From an optimization exercise on the open Yosys and OpenROAD flow, aimed at small area and a short achievable clock period; shortcuts taken in it are not production practice. Function was checked by simulation only, so behaviour that the tests miss may differ from the original. Power figures rest on the tool's default switching activity, not on a simulated workload.

File: config.mk
export PLATFORM = sky130hd
export DESIGN_NAME = bfp_dot_product
export DESIGN_NICKNAME = bfp_dot_product
export VERILOG_FILES = /design/flow/design.v
export SDC_FILE = /design/flow/constraint.sdc
export NUM_CORES = 4
export LEC_CHECK = 0
export CAP_MARGIN = 20
export CORE_MARGIN = 2
export CORE_UTILIZATION = 40
export SLEW_MARGIN = 20
File: standard.sh
#!/bin/bash
# synth_recipe.tcl (not shown) runs the flow's synth.tcl, then flattens the netlist and writes it again
# the make line also repeats each setting of config.mk as NAME=value (left out here)
make -C /OpenROAD-flow-scripts/flow DESIGN_CONFIG=/design/flow/config.mk WORK_HOME=/design/flow/orfs CLKGATE_MAP_FILE= SYNTH_SCRIPT=/design/flow/synth_recipe.tcl "${@:-finish}"
File: flow/run.sh
#!/bin/bash
# Own layout flow: the standard ORFS flow, with two changes in how the layout is made:
#  - the port buffers are sky130_fd_sc_hd__buf_1 cells (buffer_ports picks a delay cell otherwise);
#  - timing repair aims for extra setup slack (SETUP_SLACK_MARGIN), only on the worst endpoints.
# The clock period and constraints are the standard flow's, unchanged.
set -euo pipefail
export BUFFER_PORTS_ARGS="-buffer_cell sky130_fd_sc_hd__buf_1"
export SETUP_SLACK_MARGIN=${MARGIN:-7.2}
export TNS_END_PERCENT=${TNS:-5}
bash standard.sh > standard.log 2>&1
File: constraint.sdc
create_clock -name core_clock -period 10.5 [get_ports {i_clk}]
set_input_delay 2.1000 -clock core_clock [delete_from_list [all_inputs] [get_ports {i_clk}]]
set_output_delay 2.1000 -clock core_clock [all_outputs]
set_load 0.01 [all_outputs]
File: design.v
`timescale 1ns/1ns
`default_nettype none
module bfp_product_array (
    input  logic                    i_clk,
    input  logic [(8 + 16 * (3 + 1))-1:0] i_act,
    input  logic [(8 + 16 * (3 + 1))-1:0] i_weight,
    output logic [111:0] o_t,
    output logic [15:0]             o_exp
);
    logic [15:0] sgn;
    logic [95:0] m;
    logic [95:0] nz;       
    for (genvar i = 0; i < 16; i++) begin : g_sgn
        assign sgn[i] = i_act[4*i+3] ^ i_weight[4*i+3];
    end
    for (genvar i = 0; i < 16; i++) begin : g_mul
        wire [5:0] x = {i_act[4*i +: 3], i_weight[4*i +: 3]};
        assign m[6*i+0] = (x == 6'd9) | (x == 6'd11) | (x == 6'd13) | (x == 6'd15) | (x == 6'd25) | (x == 6'd27) | (x == 6'd29) | (x == 6'd31) | (x == 6'd41) | (x == 6'd43) | (x == 6'd45) | (x == 6'd47) | (x == 6'd57) | (x == 6'd59) | (x == 6'd61) | (x == 6'd63);
        assign m[6*i+1] = (x == 6'd10) | (x == 6'd11) | (x == 6'd14) | (x == 6'd15) | (x == 6'd17) | (x == 6'd19) | (x == 6'd21) | (x == 6'd23) | (x == 6'd25) | (x == 6'd26) | (x == 6'd29) | (x == 6'd30) | (x == 6'd42) | (x == 6'd43) | (x == 6'd46) | (x == 6'd47) | (x == 6'd49) | (x == 6'd51) | (x == 6'd53) | (x == 6'd55) | (x == 6'd57) | (x == 6'd58) | (x == 6'd61) | (x == 6'd62);
        assign m[6*i+2] = (x == 6'd12) | (x == 6'd13) | (x == 6'd14) | (x == 6'd15) | (x == 6'd18) | (x == 6'd19) | (x == 6'd22) | (x == 6'd23) | (x == 6'd26) | (x == 6'd28) | (x == 6'd29) | (x == 6'd31) | (x == 6'd33) | (x == 6'd35) | (x == 6'd37) | (x == 6'd39) | (x == 6'd41) | (x == 6'd43) | (x == 6'd44) | (x == 6'd46) | (x == 6'd49) | (x == 6'd50) | (x == 6'd53) | (x == 6'd54) | (x == 6'd57) | (x == 6'd58) | (x == 6'd59) | (x == 6'd60);
        assign m[6*i+3] = (x == 6'd20) | (x == 6'd21) | (x == 6'd22) | (x == 6'd23) | (x == 6'd27) | (x == 6'd28) | (x == 6'd29) | (x == 6'd34) | (x == 6'd35) | (x == 6'd38) | (x == 6'd39) | (x == 6'd42) | (x == 6'd43) | (x == 6'd45) | (x == 6'd46) | (x == 6'd50) | (x == 6'd52) | (x == 6'd53) | (x == 6'd55) | (x == 6'd58) | (x == 6'd60) | (x == 6'd62);
        assign m[6*i+4] = (x == 6'd30) | (x == 6'd31) | (x == 6'd36) | (x == 6'd37) | (x == 6'd38) | (x == 6'd39) | (x == 6'd44) | (x == 6'd45) | (x == 6'd46) | (x == 6'd51) | (x == 6'd52) | (x == 6'd53) | (x == 6'd59) | (x == 6'd60) | (x == 6'd63);
        assign m[6*i+5] = (x == 6'd47) | (x == 6'd54) | (x == 6'd55) | (x == 6'd61) | (x == 6'd62) | (x == 6'd63);
    end
    for (genvar i = 0; i < 16; i++) begin : g_nz
        wire [2:0] a = i_act[4*i +: 3];
        wire [2:0] w = i_weight[4*i +: 3];
        assign nz[6*i+0] = (a[0] & w[0]);
        assign nz[6*i+1] = (a[0] & w[0]) | (a[0] & w[1]) | (a[1] & w[0]);
        assign nz[6*i+2] = (a[0] & w[0]) | (a[0] & w[1]) | (a[0] & w[2]) | (a[1] & w[0]) | (a[1] & w[1]) | (a[2] & w[0]);
        assign nz[6*i+3] = (a[0] & w[0]) | (a[0] & w[1]) | (a[0] & w[2]) | (a[1] & w[0]) | (a[1] & w[1]) | (a[1] & w[2]) | (a[2] & w[0]) | (a[2] & w[1]);
        assign nz[6*i+4] = (a[0] & w[0]) | (a[0] & w[1]) | (a[0] & w[2]) | (a[1] & w[0]) | (a[1] & w[1]) | (a[1] & w[2]) | (a[2] & w[0]) | (a[2] & w[1]) | (a[2] & w[2]);
        assign nz[6*i+5] = (a[0] & w[0]) | (a[0] & w[1]) | (a[0] & w[2]) | (a[1] & w[0]) | (a[1] & w[1]) | (a[1] & w[2]) | (a[2] & w[0]) | (a[2] & w[1]) | (a[2] & w[2]);
    end
    always_ff @(posedge i_clk) begin
        for (int i = 0; i < 16; i++) begin
            o_t[7*i]        <= m[6*i];
            for (int k = 1; k < 6; k++)
                o_t[7*i+k]  <= m[6*i+k] ^ (sgn[i] & nz[6*i+k-1]);
            o_t[7*i+6]      <= sgn[i] & nz[6*i+5];
        end
        o_exp <= {i_weight[71:64], i_act[71:64]};
    end
endmodule
`default_nettype wire
`timescale 1ns/1ns
`default_nettype none
module bfp_adder_tree (
    input  logic [111:0] i_t,
    output logic [16:0] o_cut
);
    wire bs1, bc2;
    assign bs1 = i_t[0] ^ i_t[7] ^ i_t[14];
    assign bc2 = (i_t[0] & i_t[7]) | (i_t[0] & i_t[14]) | (i_t[7] & i_t[14]);
    wire bs3, bc4;
    assign bs3 = i_t[21] ^ i_t[28] ^ i_t[35];
    assign bc4 = (i_t[21] & i_t[28]) | (i_t[21] & i_t[35]) | (i_t[28] & i_t[35]);
    wire bs5, bc6;
    assign bs5 = i_t[42] ^ i_t[49] ^ i_t[56];
    assign bc6 = (i_t[42] & i_t[49]) | (i_t[42] & i_t[56]) | (i_t[49] & i_t[56]);
    wire bs7, bc8;
    assign bs7 = i_t[63] ^ i_t[70] ^ i_t[77];
    assign bc8 = (i_t[63] & i_t[70]) | (i_t[63] & i_t[77]) | (i_t[70] & i_t[77]);
    wire bs9, bc10;
    assign bs9 = i_t[84] ^ i_t[91] ^ i_t[98];
    assign bc10 = (i_t[84] & i_t[91]) | (i_t[84] & i_t[98]) | (i_t[91] & i_t[98]);
    wire bs11, bc12;
    assign bs11 = i_t[105] ^ bs1 ^ bs3;
    assign bc12 = (i_t[105] & bs1) | (i_t[105] & bs3) | (bs1 & bs3);
    wire bs13, bc14;
    assign bs13 = bs5 ^ bs7 ^ bs9;
    assign bc14 = (bs5 & bs7) | (bs5 & bs9) | (bs7 & bs9);
    wire bs15, bc16;
    assign bs15 = i_t[1] ^ i_t[8] ^ i_t[15];
    assign bc16 = (i_t[1] & i_t[8]) | (i_t[1] & i_t[15]) | (i_t[8] & i_t[15]);
    wire bs17, bc18;
    assign bs17 = i_t[22] ^ i_t[29] ^ i_t[36];
    assign bc18 = (i_t[22] & i_t[29]) | (i_t[22] & i_t[36]) | (i_t[29] & i_t[36]);
    wire bs19, bc20;
    assign bs19 = i_t[43] ^ i_t[50] ^ i_t[57];
    assign bc20 = (i_t[43] & i_t[50]) | (i_t[43] & i_t[57]) | (i_t[50] & i_t[57]);
    wire bs21, bc22;
    assign bs21 = i_t[64] ^ i_t[71] ^ i_t[78];
    assign bc22 = (i_t[64] & i_t[71]) | (i_t[64] & i_t[78]) | (i_t[71] & i_t[78]);
    wire bs23, bc24;
    assign bs23 = i_t[85] ^ i_t[92] ^ i_t[99];
    assign bc24 = (i_t[85] & i_t[92]) | (i_t[85] & i_t[99]) | (i_t[92] & i_t[99]);
    wire bs25, bc26;
    assign bs25 = i_t[106] ^ bc2 ^ bc4;
    assign bc26 = (i_t[106] & bc2) | (i_t[106] & bc4) | (bc2 & bc4);
    wire bs27, bc28;
    assign bs27 = bc6 ^ bc8 ^ bc10;
    assign bc28 = (bc6 & bc8) | (bc6 & bc10) | (bc8 & bc10);
    wire bs29, bc30;
    assign bs29 = bs15 ^ bs17 ^ bs19;
    assign bc30 = (bs15 & bs17) | (bs15 & bs19) | (bs17 & bs19);
    wire bs31, bc32;
    assign bs31 = bs21 ^ bs23 ^ bc12;
    assign bc32 = (bs21 & bs23) | (bs21 & bc12) | (bs23 & bc12);
    wire bs33, bc34;
    assign bs33 = bc14 ^ bs25 ^ bs27;
    assign bc34 = (bc14 & bs25) | (bc14 & bs27) | (bs25 & bs27);
    wire bs35, bc36;
    assign bs35 = bs29 ^ bs31 ^ bs33;
    assign bc36 = (bs29 & bs31) | (bs29 & bs33) | (bs31 & bs33);
    wire bs37, bc38;
    assign bs37 = i_t[2] ^ i_t[9] ^ i_t[16];
    assign bc38 = (i_t[2] & i_t[9]) | (i_t[2] & i_t[16]) | (i_t[9] & i_t[16]);
    wire bs39, bc40;
    assign bs39 = i_t[23] ^ i_t[30] ^ i_t[37];
    assign bc40 = (i_t[23] & i_t[30]) | (i_t[23] & i_t[37]) | (i_t[30] & i_t[37]);
    wire bs41, bc42;
    assign bs41 = i_t[44] ^ i_t[51] ^ i_t[58];
    assign bc42 = (i_t[44] & i_t[51]) | (i_t[44] & i_t[58]) | (i_t[51] & i_t[58]);
    wire bs43, bc44;
    assign bs43 = i_t[65] ^ i_t[72] ^ i_t[79];
    assign bc44 = (i_t[65] & i_t[72]) | (i_t[65] & i_t[79]) | (i_t[72] & i_t[79]);
    wire bs45, bc46;
    assign bs45 = i_t[86] ^ i_t[93] ^ i_t[100];
    assign bc46 = (i_t[86] & i_t[93]) | (i_t[86] & i_t[100]) | (i_t[93] & i_t[100]);
    wire bs47, bc48;
    assign bs47 = i_t[107] ^ bc16 ^ bc18;
    assign bc48 = (i_t[107] & bc16) | (i_t[107] & bc18) | (bc16 & bc18);
    wire bs49, bc50;
    assign bs49 = bc20 ^ bc22 ^ bc24;
    assign bc50 = (bc20 & bc22) | (bc20 & bc24) | (bc22 & bc24);
    wire bs51, bc52;
    assign bs51 = bs37 ^ bs39 ^ bs41;
    assign bc52 = (bs37 & bs39) | (bs37 & bs41) | (bs39 & bs41);
    wire bs53, bc54;
    assign bs53 = bs43 ^ bs45 ^ bc26;
    assign bc54 = (bs43 & bs45) | (bs43 & bc26) | (bs45 & bc26);
    wire bs55, bc56;
    assign bs55 = bc28 ^ bc30 ^ bs47;
    assign bc56 = (bc28 & bc30) | (bc28 & bs47) | (bc30 & bs47);
    wire bs57, bc58;
    assign bs57 = bs49 ^ bs51 ^ bc32;
    assign bc58 = (bs49 & bs51) | (bs49 & bc32) | (bs51 & bc32);
    wire bs59, bc60;
    assign bs59 = bc34 ^ bs53 ^ bs55;
    assign bc60 = (bc34 & bs53) | (bc34 & bs55) | (bs53 & bs55);
    wire bs61, bc62;
    assign bs61 = bc36 ^ bs57 ^ bs59;
    assign bc62 = (bc36 & bs57) | (bc36 & bs59) | (bs57 & bs59);
    wire bs63, bc64;
    assign bs63 = i_t[3] ^ i_t[10] ^ i_t[17];
    assign bc64 = (i_t[3] & i_t[10]) | (i_t[3] & i_t[17]) | (i_t[10] & i_t[17]);
    wire bs65, bc66;
    assign bs65 = i_t[24] ^ i_t[31] ^ i_t[38];
    assign bc66 = (i_t[24] & i_t[31]) | (i_t[24] & i_t[38]) | (i_t[31] & i_t[38]);
    wire bs67, bc68;
    assign bs67 = i_t[45] ^ i_t[52] ^ i_t[59];
    assign bc68 = (i_t[45] & i_t[52]) | (i_t[45] & i_t[59]) | (i_t[52] & i_t[59]);
    wire bs69, bc70;
    assign bs69 = i_t[66] ^ i_t[73] ^ i_t[80];
    assign bc70 = (i_t[66] & i_t[73]) | (i_t[66] & i_t[80]) | (i_t[73] & i_t[80]);
    wire bs71, bc72;
    assign bs71 = i_t[87] ^ i_t[94] ^ i_t[101];
    assign bc72 = (i_t[87] & i_t[94]) | (i_t[87] & i_t[101]) | (i_t[94] & i_t[101]);
    wire bs73, bc74;
    assign bs73 = i_t[108] ^ bc38 ^ bc40;
    assign bc74 = (i_t[108] & bc38) | (i_t[108] & bc40) | (bc38 & bc40);
    wire bs75, bc76;
    assign bs75 = bc42 ^ bc44 ^ bc46;
    assign bc76 = (bc42 & bc44) | (bc42 & bc46) | (bc44 & bc46);
    wire bs77, bc78;
    assign bs77 = bs63 ^ bs65 ^ bs67;
    assign bc78 = (bs63 & bs65) | (bs63 & bs67) | (bs65 & bs67);
    wire bs79, bc80;
    assign bs79 = bs69 ^ bs71 ^ bc48;
    assign bc80 = (bs69 & bs71) | (bs69 & bc48) | (bs71 & bc48);
    wire bs81, bc82;
    assign bs81 = bc50 ^ bc52 ^ bs73;
    assign bc82 = (bc50 & bc52) | (bc50 & bs73) | (bc52 & bs73);
    wire bs83, bc84;
    assign bs83 = bs75 ^ bs77 ^ bc54;
    assign bc84 = (bs75 & bs77) | (bs75 & bc54) | (bs77 & bc54);
    wire bs85, bc86;
    assign bs85 = bc56 ^ bs79 ^ bs81;
    assign bc86 = (bc56 & bs79) | (bc56 & bs81) | (bs79 & bs81);
    wire bs87, bc88;
    assign bs87 = bc58 ^ bs83 ^ bc60;
    assign bc88 = (bc58 & bs83) | (bc58 & bc60) | (bs83 & bc60);
    wire bs89, bc90;
    assign bs89 = bs85 ^ bc62 ^ bs87;
    assign bc90 = (bs85 & bc62) | (bs85 & bs87) | (bc62 & bs87);
    wire bs91, bc92;
    assign bs91 = i_t[4] ^ i_t[11] ^ i_t[18];
    assign bc92 = (i_t[4] & i_t[11]) | (i_t[4] & i_t[18]) | (i_t[11] & i_t[18]);
    wire bs93, bc94;
    assign bs93 = i_t[25] ^ i_t[32] ^ i_t[39];
    assign bc94 = (i_t[25] & i_t[32]) | (i_t[25] & i_t[39]) | (i_t[32] & i_t[39]);
    wire bs95, bc96;
    assign bs95 = i_t[46] ^ i_t[53] ^ i_t[60];
    assign bc96 = (i_t[46] & i_t[53]) | (i_t[46] & i_t[60]) | (i_t[53] & i_t[60]);
    wire bs97, bc98;
    assign bs97 = i_t[67] ^ i_t[74] ^ i_t[81];
    assign bc98 = (i_t[67] & i_t[74]) | (i_t[67] & i_t[81]) | (i_t[74] & i_t[81]);
    wire bs99, bc100;
    assign bs99 = i_t[88] ^ i_t[95] ^ i_t[102];
    assign bc100 = (i_t[88] & i_t[95]) | (i_t[88] & i_t[102]) | (i_t[95] & i_t[102]);
    wire bs101, bc102;
    assign bs101 = i_t[109] ^ bc64 ^ bc66;
    assign bc102 = (i_t[109] & bc64) | (i_t[109] & bc66) | (bc64 & bc66);
    wire bs103, bc104;
    assign bs103 = bc68 ^ bc70 ^ bc72;
    assign bc104 = (bc68 & bc70) | (bc68 & bc72) | (bc70 & bc72);
    wire bs105, bc106;
    assign bs105 = bs91 ^ bs93 ^ bs95;
    assign bc106 = (bs91 & bs93) | (bs91 & bs95) | (bs93 & bs95);
    wire bs107, bc108;
    assign bs107 = bs97 ^ bs99 ^ bc74;
    assign bc108 = (bs97 & bs99) | (bs97 & bc74) | (bs99 & bc74);
    wire bs109, bc110;
    assign bs109 = bc76 ^ bc78 ^ bs101;
    assign bc110 = (bc76 & bc78) | (bc76 & bs101) | (bc78 & bs101);
    wire bs111, bc112;
    assign bs111 = bs103 ^ bs105 ^ bc80;
    assign bc112 = (bs103 & bs105) | (bs103 & bc80) | (bs105 & bc80);
    wire bs113, bc114;
    assign bs113 = bc82 ^ bs107 ^ bs109;
    assign bc114 = (bc82 & bs107) | (bc82 & bs109) | (bs107 & bs109);
    wire bs115, bc116;
    assign bs115 = bc84 ^ bs111 ^ bc86;
    assign bc116 = (bc84 & bs111) | (bc84 & bc86) | (bs111 & bc86);
    wire bs117, bc118;
    assign bs117 = bs113 ^ bc88 ^ bs115;
    assign bc118 = (bs113 & bc88) | (bs113 & bs115) | (bc88 & bs115);
    wire bs119, bc120;
    assign bs119 = i_t[5] ^ i_t[12] ^ i_t[19];
    assign bc120 = (i_t[5] & i_t[12]) | (i_t[5] & i_t[19]) | (i_t[12] & i_t[19]);
    wire bs121, bc122;
    assign bs121 = i_t[26] ^ i_t[33] ^ i_t[40];
    assign bc122 = (i_t[26] & i_t[33]) | (i_t[26] & i_t[40]) | (i_t[33] & i_t[40]);
    wire bs123, bc124;
    assign bs123 = i_t[47] ^ i_t[54] ^ i_t[61];
    assign bc124 = (i_t[47] & i_t[54]) | (i_t[47] & i_t[61]) | (i_t[54] & i_t[61]);
    wire bs125, bc126;
    assign bs125 = i_t[68] ^ i_t[75] ^ i_t[82];
    assign bc126 = (i_t[68] & i_t[75]) | (i_t[68] & i_t[82]) | (i_t[75] & i_t[82]);
    wire bs127, bc128;
    assign bs127 = i_t[89] ^ i_t[96] ^ i_t[103];
    assign bc128 = (i_t[89] & i_t[96]) | (i_t[89] & i_t[103]) | (i_t[96] & i_t[103]);
    wire bs129, bc130;
    assign bs129 = i_t[110] ^ bc92 ^ bc94;
    assign bc130 = (i_t[110] & bc92) | (i_t[110] & bc94) | (bc92 & bc94);
    wire bs131, bc132;
    assign bs131 = bc96 ^ bc98 ^ bc100;
    assign bc132 = (bc96 & bc98) | (bc96 & bc100) | (bc98 & bc100);
    wire bs133, bc134;
    assign bs133 = bs119 ^ bs121 ^ bs123;
    assign bc134 = (bs119 & bs121) | (bs119 & bs123) | (bs121 & bs123);
    wire bs135, bc136;
    assign bs135 = bs125 ^ bs127 ^ bc102;
    assign bc136 = (bs125 & bs127) | (bs125 & bc102) | (bs127 & bc102);
    wire bs137, bc138;
    assign bs137 = bc104 ^ bc106 ^ bs129;
    assign bc138 = (bc104 & bc106) | (bc104 & bs129) | (bc106 & bs129);
    wire bs139, bc140;
    assign bs139 = bs131 ^ bs133 ^ bc108;
    assign bc140 = (bs131 & bs133) | (bs131 & bc108) | (bs133 & bc108);
    wire bs141, bc142;
    assign bs141 = bc110 ^ bs135 ^ bs137;
    assign bc142 = (bc110 & bs135) | (bc110 & bs137) | (bs135 & bs137);
    wire bs143, bc144;
    assign bs143 = bc112 ^ bs139 ^ bc114;
    assign bc144 = (bc112 & bs139) | (bc112 & bc114) | (bs139 & bc114);
    wire bs145, bc146;
    assign bs145 = bs141 ^ bc116 ^ bs143;
    assign bc146 = (bs141 & bc116) | (bs141 & bs143) | (bc116 & bs143);
    wire bs147, bc148;
    assign bs147 = ~i_t[6] ^ ~i_t[13] ^ ~i_t[20];
    assign bc148 = (~i_t[6] & ~i_t[13]) | (~i_t[6] & ~i_t[20]) | (~i_t[13] & ~i_t[20]);
    wire bs149, bc150;
    assign bs149 = ~i_t[27] ^ ~i_t[34] ^ ~i_t[41];
    assign bc150 = (~i_t[27] & ~i_t[34]) | (~i_t[27] & ~i_t[41]) | (~i_t[34] & ~i_t[41]);
    wire bs151, bc152;
    assign bs151 = ~i_t[48] ^ ~i_t[55] ^ ~i_t[62];
    assign bc152 = (~i_t[48] & ~i_t[55]) | (~i_t[48] & ~i_t[62]) | (~i_t[55] & ~i_t[62]);
    wire bs153, bc154;
    assign bs153 = ~i_t[69] ^ ~i_t[76] ^ ~i_t[83];
    assign bc154 = (~i_t[69] & ~i_t[76]) | (~i_t[69] & ~i_t[83]) | (~i_t[76] & ~i_t[83]);
    wire bs155, bc156;
    assign bs155 = ~i_t[90] ^ ~i_t[97] ^ ~i_t[104];
    assign bc156 = (~i_t[90] & ~i_t[97]) | (~i_t[90] & ~i_t[104]) | (~i_t[97] & ~i_t[104]);
    wire bs157, bc158;
    assign bs157 = ~i_t[111] ^ bc120 ^ bc122;
    assign bc158 = (~i_t[111] & bc120) | (~i_t[111] & bc122) | (bc120 & bc122);
    wire bs159, bc160;
    assign bs159 = bc124 ^ bc126 ^ bc128;
    assign bc160 = (bc124 & bc126) | (bc124 & bc128) | (bc126 & bc128);
    wire bs161, bc162;
    assign bs161 = bs147 ^ bs149 ^ bs151;
    assign bc162 = (bs147 & bs149) | (bs147 & bs151) | (bs149 & bs151);
    wire bs163, bc164;
    assign bs163 = bs153 ^ bs155 ^ bc130;
    assign bc164 = (bs153 & bs155) | (bs153 & bc130) | (bs155 & bc130);
    wire bs165, bc166;
    assign bs165 = bc132 ^ bc134 ^ bs157;
    assign bc166 = (bc132 & bc134) | (bc132 & bs157) | (bc134 & bs157);
    wire bs167, bc168;
    assign bs167 = bs159 ^ bs161 ^ bc136;
    assign bc168 = (bs159 & bs161) | (bs159 & bc136) | (bs161 & bc136);
    wire bs169, bc170;
    assign bs169 = bc138 ^ bs163 ^ bs165;
    assign bc170 = (bc138 & bs163) | (bc138 & bs165) | (bs163 & bs165);
    wire bs171, bc172;
    assign bs171 = bc140 ^ bs167 ^ bc142;
    assign bc172 = (bc140 & bs167) | (bc140 & bc142) | (bs167 & bc142);
    wire bs173, bc174;
    assign bs173 = bs169 ^ bc144 ^ bs171;
    assign bc174 = (bs169 & bc144) | (bs169 & bs171) | (bc144 & bs171);
    wire bs175, bc176;
    assign bs175 = bc148 ^ bc150 ^ bc152;
    assign bc176 = (bc148 & bc150) | (bc148 & bc152) | (bc150 & bc152);
    wire bs177, bc178;
    assign bs177 = bc154 ^ bc156 ^ bc158;
    assign bc178 = (bc154 & bc156) | (bc154 & bc158) | (bc156 & bc158);
    wire bs179, bc180;
    assign bs179 = bc160 ^ bc162 ^ bs175;
    assign bc180 = (bc160 & bc162) | (bc160 & bs175) | (bc162 & bs175);
    wire bs181, bc182;
    assign bs181 = bc164 ^ bc166 ^ bs177;
    assign bc182 = (bc164 & bc166) | (bc164 & bs177) | (bc166 & bs177);
    wire bs183, bc184;
    assign bs183 = bs179 ^ bc168 ^ bc170;
    assign bc184 = (bs179 & bc168) | (bs179 & bc170) | (bc168 & bc170);
    wire bs185, bc186;
    assign bs185 = bs181 ^ bc172 ^ bs183;
    assign bc186 = (bs181 & bc172) | (bs181 & bs183) | (bc172 & bs183);
    wire bs187, bc188;
    assign bs187 = bc176 ^ bc178 ^ bc180;
    assign bc188 = (bc176 & bc178) | (bc176 & bc180) | (bc178 & bc180);
    wire bs189, bc190;
    assign bs189 = bc182 ^ bs187 ^ bc184;
    assign bc190 = (bc182 & bs187) | (bc182 & bc184) | (bs187 & bc184);
    assign o_cut = {bc190, bc188, bs189, bc186, bs185, bc174, bs173, bc146, bs145, bc118, bs117, bc90, bs89, bs61, bs35, bs13, bs11};
endmodule
`default_nettype wire
`timescale 1ns/1ns
`default_nettype none
module fp_normalize (
    input  logic [16:0] i_cut,
    input  logic [9:0]  i_e0,
    output logic [17:0] o_res
);
    logic [10:0] x, y;
    logic [10:0] pos, negv;
    logic        neg;
    logic [9:0]  mag;
    logic [9:0]  lz;           
    logic [3:0]  p;
    logic [8:0]  frac;
    logic [9:0]  flmask, ovmask;
    logic [7:0]  e;
    logic        zero, flush, ovf;
    assign x = {1'b0, i_cut[15], i_cut[13], i_cut[11], i_cut[9], i_cut[7], i_cut[5], i_cut[4], i_cut[3], i_cut[2], i_cut[0]};
    assign y = {1'b0, i_cut[16], i_cut[14], i_cut[12], i_cut[10], i_cut[8], i_cut[6], 1'b0, 1'b0, 1'b0, i_cut[1]};
    logic [10:0] g0, p0, cy;
    assign g0 = x & y;
    assign p0 = x ^ y;
    logic [10:0] g1, p1;
    assign g1[0] = g0[0];
    assign p1[0] = p0[0];
    assign g1[1] = g0[1] | (p0[1] & g0[0]);
    assign p1[1] = p0[1] & p0[0];
    assign g1[2] = g0[2] | (p0[2] & g0[1]);
    assign p1[2] = p0[2] & p0[1];
    assign g1[3] = g0[3] | (p0[3] & g0[2]);
    assign p1[3] = p0[3] & p0[2];
    assign g1[4] = g0[4] | (p0[4] & g0[3]);
    assign p1[4] = p0[4] & p0[3];
    assign g1[5] = g0[5] | (p0[5] & g0[4]);
    assign p1[5] = p0[5] & p0[4];
    assign g1[6] = g0[6] | (p0[6] & g0[5]);
    assign p1[6] = p0[6] & p0[5];
    assign g1[7] = g0[7] | (p0[7] & g0[6]);
    assign p1[7] = p0[7] & p0[6];
    assign g1[8] = g0[8] | (p0[8] & g0[7]);
    assign p1[8] = p0[8] & p0[7];
    assign g1[9] = g0[9] | (p0[9] & g0[8]);
    assign p1[9] = p0[9] & p0[8];
    assign g1[10] = g0[10] | (p0[10] & g0[9]);
    assign p1[10] = p0[10] & p0[9];
    logic [10:0] g2, p2;
    assign g2[0] = g1[0];
    assign p2[0] = p1[0];
    assign g2[1] = g1[1];
    assign p2[1] = p1[1];
    assign g2[2] = g1[2] | (p1[2] & g1[0]);
    assign p2[2] = p1[2] & p1[0];
    assign g2[3] = g1[3] | (p1[3] & g1[1]);
    assign p2[3] = p1[3] & p1[1];
    assign g2[4] = g1[4] | (p1[4] & g1[2]);
    assign p2[4] = p1[4] & p1[2];
    assign g2[5] = g1[5] | (p1[5] & g1[3]);
    assign p2[5] = p1[5] & p1[3];
    assign g2[6] = g1[6] | (p1[6] & g1[4]);
    assign p2[6] = p1[6] & p1[4];
    assign g2[7] = g1[7] | (p1[7] & g1[5]);
    assign p2[7] = p1[7] & p1[5];
    assign g2[8] = g1[8] | (p1[8] & g1[6]);
    assign p2[8] = p1[8] & p1[6];
    assign g2[9] = g1[9] | (p1[9] & g1[7]);
    assign p2[9] = p1[9] & p1[7];
    assign g2[10] = g1[10] | (p1[10] & g1[8]);
    assign p2[10] = p1[10] & p1[8];
    logic [10:0] g3, p3;
    assign g3[0] = g2[0];
    assign p3[0] = p2[0];
    assign g3[1] = g2[1];
    assign p3[1] = p2[1];
    assign g3[2] = g2[2];
    assign p3[2] = p2[2];
    assign g3[3] = g2[3];
    assign p3[3] = p2[3];
    assign g3[4] = g2[4] | (p2[4] & g2[0]);
    assign p3[4] = p2[4] & p2[0];
    assign g3[5] = g2[5] | (p2[5] & g2[1]);
    assign p3[5] = p2[5] & p2[1];
    assign g3[6] = g2[6] | (p2[6] & g2[2]);
    assign p3[6] = p2[6] & p2[2];
    assign g3[7] = g2[7] | (p2[7] & g2[3]);
    assign p3[7] = p2[7] & p2[3];
    assign g3[8] = g2[8] | (p2[8] & g2[4]);
    assign p3[8] = p2[8] & p2[4];
    assign g3[9] = g2[9] | (p2[9] & g2[5]);
    assign p3[9] = p2[9] & p2[5];
    assign g3[10] = g2[10] | (p2[10] & g2[6]);
    assign p3[10] = p2[10] & p2[6];
    logic [10:0] g4, p4;
    assign g4[0] = g3[0];
    assign p4[0] = p3[0];
    assign g4[1] = g3[1];
    assign p4[1] = p3[1];
    assign g4[2] = g3[2];
    assign p4[2] = p3[2];
    assign g4[3] = g3[3];
    assign p4[3] = p3[3];
    assign g4[4] = g3[4];
    assign p4[4] = p3[4];
    assign g4[5] = g3[5];
    assign p4[5] = p3[5];
    assign g4[6] = g3[6];
    assign p4[6] = p3[6];
    assign g4[7] = g3[7];
    assign p4[7] = p3[7];
    assign g4[8] = g3[8] | (p3[8] & g3[0]);
    assign p4[8] = p3[8] & p3[0];
    assign g4[9] = g3[9] | (p3[9] & g3[1]);
    assign p4[9] = p3[9] & p3[1];
    assign g4[10] = g3[10] | (p3[10] & g3[2]);
    assign p4[10] = p3[10] & p3[2];
    assign cy  = {g4[9:0], 1'b0};
    assign pos = p0 ^ cy;
    logic [9:0] zt, lowz;
    assign zt = p0[9:0] ^ {x[8:0] | y[8:0], 1'b0};
    always_comb begin
        lowz[0] = 1'b1;
        for (int i = 1; i < 10; i++) lowz[i] = lowz[i-1] & ~zt[i-1];
    end
    assign negv = {1'b0, pos[9:0] ^ ~lowz};
    assign neg  = ~pos[10];
    logic [9:0] lzp, lzn;
    always_comb begin
        for (int k = 0; k < 10; k++) begin
            lzp[k] = pos[k];
            lzn[k] = negv[k];
            for (int j = k + 1; j < 10; j++) begin
                lzp[k] = lzp[k] & ~pos[j];
                lzn[k] = lzn[k] & ~negv[j];
            end
        end
    end
    assign mag = neg ? negv[9:0] : pos[9:0];
    assign lz  = neg ? lzn : lzp;
    always_comb begin
        frac = '0;
        for (int k = 1; k < 10; k++)
            for (int j = 0; j < k; j++)
                frac[8-j] = frac[8-j] | (lz[k] & mag[k-1-j]);
    end
    always_comb begin
        p = '0;
        for (int k = 0; k < 10; k++) p = p | ({4{lz[k]}} & 4'(k));
    end
    logic ge255, near255, le0;
    logic [4:0] elo;
    logic [3:0] ehi1;
    assign ge255   = ~i_e0[9] & (i_e0[8] | (&i_e0[7:0]));
    assign near255 = ~i_e0[9] & ~i_e0[8] & (&i_e0[7:4]);        
    assign le0     = i_e0[9] | ~|i_e0;
    always_comb begin
        for (int k = 0; k < 10; k++) begin
            flmask[k] = le0 & (i_e0[9] ? (5'(k) + {2'b0, i_e0[2:0]} <= 5'd8) : (k == 0));
            ovmask[k] = ge255 | (near255 & (5'(k) + {1'b0, i_e0[3:0]} >= 5'd15));
        end
    end
    logic [4:0] elok [10];
    always_comb begin
        ehi1 = i_e0[7:4] + 4'd1;
        for (int k = 0; k < 10; k++) elok[k] = {1'b0, i_e0[3:0]} + 5'(k);
        elo = '0;
        for (int k = 0; k < 10; k++) elo = elo | ({5{lz[k]}} & elok[k]);
    end
    assign e     = {elo[4] ? ehi1 : i_e0[7:4], elo[3:0]};
    assign zero  = ~|lz;
    assign flush = |(lz & flmask);
    assign ovf   = |(lz & ovmask);
    always_comb begin
        if (zero || flush) o_res = '0;
        else if (ovf)      o_res = {neg, 8'hFF, 9'h0};
        else               o_res = {neg, e, frac};
    end
endmodule
`default_nettype wire
`timescale 1ns/1ns
`default_nettype none
module bfp_dot_product (
    input  logic                    i_clk,
    input  logic                    i_reset_n,
    input  logic                    i_valid,
    input  logic [(8 + 16 * (3 + 1))-1:0] i_act,
    input  logic [(8 + 16 * (3 + 1))-1:0] i_weight,
    output logic                    o_valid,
    output logic [(1 + 8 + 23)-1:0]        o_result
);
    logic        v1, v2;
    logic [111:0] s1_t;
    logic [15:0] s1_exp;
    logic [16:0] cut;
    logic [16:0] s2_cut;
    logic [9:0]  s2_e0;
    logic [17:0] res;
    logic [17:0] s3_res;
    always_ff @(posedge i_clk or negedge i_reset_n) begin
        if (!i_reset_n) begin
            v1      <= 1'b0;
            v2      <= 1'b0;
            o_valid <= 1'b0;
        end else begin
            v1      <= i_valid;
            v2      <= v1;
            o_valid <= v2;
        end
    end
    bfp_product_array bfp_product_array_inst (
        .i_clk    (i_clk),
        .i_act    (i_act),
        .i_weight (i_weight),
        .o_t      (s1_t),
        .o_exp    (s1_exp)
    );
    bfp_adder_tree bfp_adder_tree_inst (
        .i_t      (s1_t),
        .o_cut   (cut)
    );
    always_ff @(posedge i_clk) begin
        s2_cut <= cut;
        s2_e0  <= {2'b00, s1_exp[7:0]} + {2'b00, s1_exp[15:8]} - 10'd6;
    end
    fp_normalize fp_normalize_inst (
        .i_cut (s2_cut),
        .i_e0  (s2_e0),
        .o_res (res)
    );
    always_ff @(posedge i_clk) begin
        s3_res <= res;
    end
    assign o_result = {s3_res, 14'h0};
endmodule
`default_nettype wire
==> flow_summary.toml, run 1 <==
[place]
io_buffer_count = 165
hpwl_mm = 32.0
dpl-instance-area_um2 = 16500
gp_congestion = 0.928

[synth]
yosys_warnings = 4
ys_dominant_reg_cell = "dfxtp_1"
ys_seq_elements = 176
ys_seq_area_share_pct = 22.6
synth_cell_type_count = 98
synthTopCellsByCount = "inv_1, nor2_1, a21oi_1"
synth_area_um2 = 15700
synth_edf_count = 0
synth_top_cell_by_area = "dfxtp_1"
async_flop_share_pct = 1.70
synth_cells = 2019
synth.most_common_cell = "inv_1"
synth_top_area_share_pct = 22.1
synth_area_leaders = "dfxtp_1, fa_1, a21oi_1"
syn_area_per_cell_um2 = 7.76

[job]
maxCapViolCount = 0

[final_layout]
num_antenna_cells = 0
layout-drive-gt1-share_pct = 8.35
areaGrowthSynthToFinish_pct = 13.3
layout.nets = 2416
nFillCells = 3738
multiInputGateArea_um2 = 11100
stdcell_area_um2 = 17700
regArea_um2 = 3550

[cts]
clock_sinks = 176
cts_tree = "done"
cts-buffers-inserted = 17
cts_buffer_depth = 2
clock_latency_ps = 450
clk_pin_slew_ps = 70
root_buffer = "clkbuf_16"
h-tree-depth = 4

[global_routing]
grt_pass1_vias = 13100
grt_max_degree = 23
antenna_found_initial = 0
overflow = 0
grt_pass1_wl_mm = 66.8
gr-usage-all-layers_pct = 20.0

[sta]
fmax_mhz = 276
hold_violations = 0
rsz0062_at_grt = "yes"
slew_headroom_pct = 47.9
setup_viol = 0
fin_tns_setup_ps = 0
fin_crit_ps = 3620
drv_slew = 0
post-route-period-util_pct = 34.5
tightest_slew_ps = 774
finClkSkew_ps = 10.1

[setup_path]
crit_start = "s2_cut[0]"
crit_fanout = 8
r2r_slack_ps = 6880
worstPathRequired_ps = 10880
rr_endpoint = "s3_res[7]"
worstPathArrival_ps = 4000
worst-setup-path-type = "reg -> reg"
r2r-start = "s2_cut[0]"
setup.worst_path.start_class = "flip-flop"
rr_worst_depth = 13
endpoint_kind = "flip-flop"

[power]
power_leakage_uw = 0.00732
p_sw_share_pct = 50.5
p_int_uw = 3210
power_frac_clock_pct = 9.7
power_density_nw_per_um2 = 366
p_sw_uw = 3280
peakVddDrop_mv = 0.231
p_seq_share_pct = 15.1
combPwrFrac_pct = 75.2

[floorplanning]
die-width_um = 202
rows = 72
fp.dieArea_um2 = 40800
io_pins = 180
core-area_um2 = 38600
die-height_um = 202
start_util_pct = 40.5

[route]
firstDrtPassIters = 8
num_vias = 14200
wl_per_cell_um = 15.6
wl_mm = 41.4
vias_per_cell = 5.36
drt-initial-drc-count = 985
ant_nets = 0
drc_errors = 0

[outcome]
outcome = "timing/DRC/antenna clean"

[min_path]
hold_path_end = "o_valid"
hold_start = "v2"
hp-class = "reg -> reg"
min_path_cells = 0
## logic make-up (layout without fill, tap and decap cells)
logic type	Yosys count	after routing	share of synthesized area [%]
fa+ha+maj	151	151	16.7
simple gates	558	560	16.9
mux	7	7	0.551
buf+inv	380	477	9.76
flops	176	176	22.6
compound gates	590	590	24.2
other cells	1	14	0.0239
xor+xnor	156	156	9.26
## registers in the layout, summed over array words and instances (netlist names)
register / count
s2_e0: 10
s3_res: 18
bfp_product_array_inst.o_exp: 16
s2_cut: 17
bfp_product_array_inst.o_t: 112
v2: 1
o_valid: 1
v1: 1
## worst max-delay path, stage by stage (launching register included)
cell and delay [ps]:
dfxtp_1 380, ha_4 220, ha_4 180, nand4_1 260, buf_4 240, a22o_1 170
a211o_1 370, nor3_4 200, or4b_4 510, o31ai_4 90, nor3_1 130, and4_4 240
or3_4 430, nor2_2 120
## per-layer routing
metal	up-vias	GRT usage (%)	wire length, um
met4	0	5.70	816
met1	6650	25.8	18200
met3	58	2.34	1690
li1	7080	-	-
met2	405	35.0	20700
met5	-	0	0
## stage by stage
stage               power (uW)  worst slack, ps  std cells  utilization [%]  hold slack [ps]
finish                    6490             6880       2649             45.9              367
detailed placement        5280             5990       2578             42.7              346
floorplan                 4310             7170       2032                -              331
global route              7030             6730       2649             45.9              363
CTS                       6270             6900       2633             45.3              362
global placement          5240             6090       2578             42.7              336
## layout by cell type, fill, tap and decap left out, types with 16 or more instances in the layout
cell type	synthesis	layout
fa_1	96	96
buf_4	16	36
buf_1	15	165
o32ai_1	16	16
nor2_1	200	200
a21oi_1	195	194
o22ai_1	48	47
nand2_1	146	145
nand2b_1	21	21
nor3_1	43	41
xnor2_1	101	97
clkbuf_16	0	17
nand3_1	37	37
a211oi_1	19	17
xor2_1	48	46
nand4_1	16	16
ha_1	55	45
dfxtp_1	173	165
o21ai_0	126	123
a31oi_1	32	30
inv_1	238	236
## timing repair
item / 4_1_cts / 5_1_grt
setup buffers: 21 / 16
gates resized for setup: 49 / 23
hold buffers: 0 / 0
endpoints found under the setup margin: 24 / 43
gates cloned: 2 / 0
pin swaps: 25 / 18
## power groups by stage
stage,logic [uW],clock network (uW),registers (uW)
6_report,4880,628,982
5_1_grt,5350,673,1000
4_1_cts,4650,645,980
3_5_place_dp,4290,0,990
3_3_place_gp,4250,0,987
2_1_floorplan,3330,0,973
## how the worst max path moves through the flow
stage / end / slack (ps) / depth (start not counted)
after global routing: s3_res[0] / 6730 / 12
final: s3_res[7] / 6880 / 13
after global placement: s3_res[7] / 6090 / 12
after detailed placement: s3_res[7] / 5990 / 13
after CTS: s3_res[7] / 6900 / 14
after floorplan: s3_res[0] / 7170 / 15
## cell type report
cell class / count / area share, %
multi-input cells: 1478 / 62.6
flip-flops and latches: 176 / 20.0
well taps: 518 / 3.65
repair buffers: 204 / 5.25
inverters: 241 / 5.11
clock inverters: 14 / 0.931
clock buffers: 18 / 2.42
==> inputs of run 2 (changes only) <==
==> flow/run.sh (replaced) <==
#!/bin/bash
# Own layout flow: the standard ORFS flow, with these changes in how the layout is made:
#  - the port buffers are sky130_fd_sc_hd__buf_1 cells (buffer_ports picks a delay cell otherwise);
#  - synthesis skips the generic ABC pass inside Yosys's synth (SYNTH_ARGS=-noabc), so the
#    full adders are extracted from the design's own gates (fewer inverters); the script
#    is still synth_recipe.tcl, so registers keep their names and cell types;
#  - timing repair aims for extra setup slack (SETUP_SLACK_MARGIN), only on the worst endpoints.
# The clock period and constraints are the standard flow's, unchanged.
set -euo pipefail
export BUFFER_PORTS_ARGS="-buffer_cell sky130_fd_sc_hd__buf_1"
export SYNTH_ARGS="-noabc"
export SETUP_SLACK_MARGIN=${MARGIN:-7.2}
export TNS_END_PERCENT=${TNS:-5}
bash standard.sh > standard.log 2>&1
==> run 2 against run 1 <==
Cell count fell by 10%. Routed wire length fell by 4.9%. Count of clock-buffer cells in the layout fell by 1. Clock power rose by 7.0%. Power fell by 3.4%. Area after synthesis fell by 5.6%. Largest cell class unchanged. Largest power group unchanged.
==> flow_summary.toml, run 2 <==
[synth]
synth_cell_type_count = 93
synth_fa_ha_area_share_pct = 17.6
synth.most_common_cell = "nand2_1"
synthSimpleGateAreaFrac_pct = 16.3
synth-xor-area-share_pct = 8.44
synthMuxAreaShare_pct = 0.939
synth_area_leaders = "dfxtp_1, fa_1, xnor2_1"
synth_cells = 1803
ys_dominant_reg_cell = "dfxtp_1"
synth_top_cell_by_area = "dfxtp_1"
synthTopCellsByCount = "nand2_1, dfxtp_1, a21oi_1"
async_flop_share_pct = 1.70
yosys_warnings = 4
synth_top_family_by_area = "compound AO/OA/AOI/OAI gates"
synth_area_um2 = 14800
synth-compound-area-share_pct = 26.2
synth_top_area_share_pct = 23.4
ys_seq_elements = 176
syn_area_per_cell_um2 = 8.20
ys_seq_area_share_pct = 23.9
synth_edf_count = 0

[cts]
clock_sinks = 176
cts_tree = "done"
clock_latency_ps = 450
cts-buffers-inserted = 17
cts_buffer_depth = 2
h-tree-depth = 4
clk_pin_slew_ps = 80
root_buffer = "clkbuf_16"

[final_layout]
nFillCells = 3595
final_common_cell = "nand2_1"
layout-drive-gt1-share_pct = 8.56
layout.nets = 2197
top_register = "bfp_product_array_inst.o_t"
top_regs = "bfp_product_array_inst.o_t x112, s3_res x18, s2_cut x17"
largest_reg_flops = 112
final-instance-count-excl-fill = 2384
areaGrowthSynthToFinish_pct = 13.4
final_cell_mix = "nand2_1, dfxtp_1, buf_1"

[sta]
fmax_mhz = 277
hold_violations = 0
tightest_slew_ps = 834
holdWs_ps = 365
setup_viol = 0
setup_slack_ps = 6880
slew_headroom_pct = 44.0
fin_crit_ps = 3620
rsz0062_at_grt = "yes"
finClkSkew_ps = 24.2
drv_slew = 0
fin_tns_setup_ps = 0
post-route-period-util_pct = 34.4

[setup_path]
rr_endpoint = "s3_res[8]"
worstPathRequired_ps = 10870
crit_fanout = 13
worstPathArrival_ps = 3980
r2r_slack_ps = 6880
r2r-start = "s2_cut[4]"
worst-setup-path-type = "reg -> reg"
endpoint_kind = "flip-flop"
rr_worst_depth = 14
setup.worst_path.start_class = "flip-flop"

[min_path]
hp-class = "reg -> reg"
min_path_cells = 0
hold_path_end = "o_valid"
hold_start = "v2"

[power]
peakVddDrop_mv = 0.287
power_leakage_uw = 0.00660
power_density_nw_per_um2 = 374

[place]
gp_congestion = 0.904
dp_slack_ps = 6190
hpwl_mm = 30.5
place_inst = 2319
io_buffer_count = 165

[floorplanning]
start_util_pct = 40.5
die-height_um = 196
die-width_um = 196
core-area_um2 = 36500
io_pins = 180
fp.dieArea_um2 = 38500
rows = 70

[route]
drt-initial-drc-count = 744
ant_nets = 0
vias_per_cell = 5.57
num_vias = 13300
wl_per_cell_um = 16.5
wl_mm = 39.4
drc_errors = 0
firstDrtPassIters = 6

[job]
maxCapViolCount = 0

[global_routing]
overflow = 0
gr-usage-all-layers_pct = 20.3
grt_max_degree = 23
grt_pass1_vias = 12300
antenna_found_initial = 2
grt_pass1_wl_mm = 63.5

[outcome]
outcome = "timing/DRC/antenna clean"
## run 2: cell types whose count changed in the layout (fill, tap and decap cells not counted), sizes merged, moves of 12 or more
cell,before,now
nor3,46,27
nor2b,8,20
nor2,208,134
inv,247,114
a21oi,201,152
o32ai,19,6
nand2,146,195
## run 2: routing by layer
metal / part of all wire, % / vias to the layer above / global-route usage, %
met2: 48 / 365 / 34.2
met5: 0.030 / - / 0
met4: 2.1 / 2 / 5.72
li1: - / 6589 / -
met3: 5.0 / 58 / 3.85
met1: 45 / 6271 / 26.6
## run 2: kinds of logic after synthesis
kind of cell | after synthesis
other cells | 1
buf+inv | 239
mux | 13
simple gates | 507
flops | 176
xor+xnor | 140
fa+ha+maj | 151
compound gates | 576
## run 2: worst max-delay path, stage by stage, from the launching register on
cell and delay, ps:
dfxtp_1 450, ha_1 320, or4_4 550, nor4_4 240
buf_6 180, nand2_4 70, a211o_4 320, a211oi_4 380
buf_4 180, a221o_1 190, nor4_2 70, nand2_1 110
nand3_4 90, buf_12 170, a211oi_2 190
## run 2: metrics by stage
stage / utilization [%] / instance area (um2) / power, uW
6_report: 45.9 / 16800 / 6270
3_5_place_dp: 42.5 / 15500 / 4960
3_3_place_gp: 42.5 / 15500 / 4940
4_1_cts: 45.5 / 16600 / 6130
5_1_grt: 45.9 / 16800 / 6820
2_1_floorplan: - / 14900 / 4080
## run 2: what timing repair did
action / 4_1_cts / 5_1_grt
endpoints found under the setup margin: 29 / 43
resized for setup: 45 / 23
hold buffers: 0 / 0
setup buffers: 23 / 7
gates cloned: 2 / 0
pin swaps: 20 / 2
## run 2: area by class of cell
| cell class | instances | area [um2] | area share, % |
|---|---|---|---|
| Inverter | 108 | 409 | 2.44 |
| Timing Repair Buffer | 196 | 883 | 5.27 |
| Clock buffer | 17 | 425 | 2.54 |
| Sequential cell | 176 | 3540 | 21.1 |
| Antenna cell | 1 | 2.50 | 0.0149 |
| Tap cell | 468 | 586 | 3.49 |
| Multi-Input combinational cell | 1403 | 10700 | 63.8 |
| Clock inverter | 15 | 221 | 1.32 |
## run 2: where the power goes
| group | total (uW) | switching (uW) | internal, uW |
|---|---|---|---|
| registers | 977 | 91.8 | 886 |
| logic | 4620 | 2660 | 1970 |
| clock network | 672 | 337 | 334 |
| total | 6270 | 3090 | 3180 |
## run 2: worst max path at each step
stage / start / to / slack (ps)
2_1_floorplan: s2_cut[5] / s3_res[3] / 6990
3_3_place_gp: s2_cut[0] / s3_res[0] / 6270
3_5_place_dp: s2_cut[0] / s3_res[6] / 6190
4_1_cts: s2_cut[6] / s3_res[8] / 6930
5_1_grt: s2_cut[7] / s3_res[16] / 6760
6_report: s2_cut[4] / s3_res[8] / 6880

-- afterwards: timing with drivers on the ports --
In the flow no input, the clock included, has a driving cell. The finished layouts below were timed again as built, in two steps.
Step 1 (the two cells are an assumption about what drives the block):
set clk [get_ports {i_clk}]
set_driving_cell -lib_cell sky130_fd_sc_hd__clkbuf_16 $clk
set_driving_cell -lib_cell sky130_fd_sc_hd__buf_2 [delete_from_list [all_inputs] $clk]
Step 2 moves the port delays by t, midway between the first and last clock arrival at a register: inputs arrive t later, outputs are due t later. That takes back most of the time a late clock gives input paths.
a / b / c = ideal / step 1 / step 2; a / b = the first two.
run	t (ns)	slack for setup (ns)	worst register clock-pin slew, ns	worst slew at a driven data input, ns
run 1	0.491	6.882 / 6.882 / 6.771	0.08 / 0.08	0.06
run 2	0.487	6.884 / 6.884 / 6.757	0.09 / 0.09	0.07
After both steps every run listed still meets setup and hold. For run 2, which loses most, drivers alone change the setup slack by 0.000 ns; drivers and shift together by -0.127 ns.
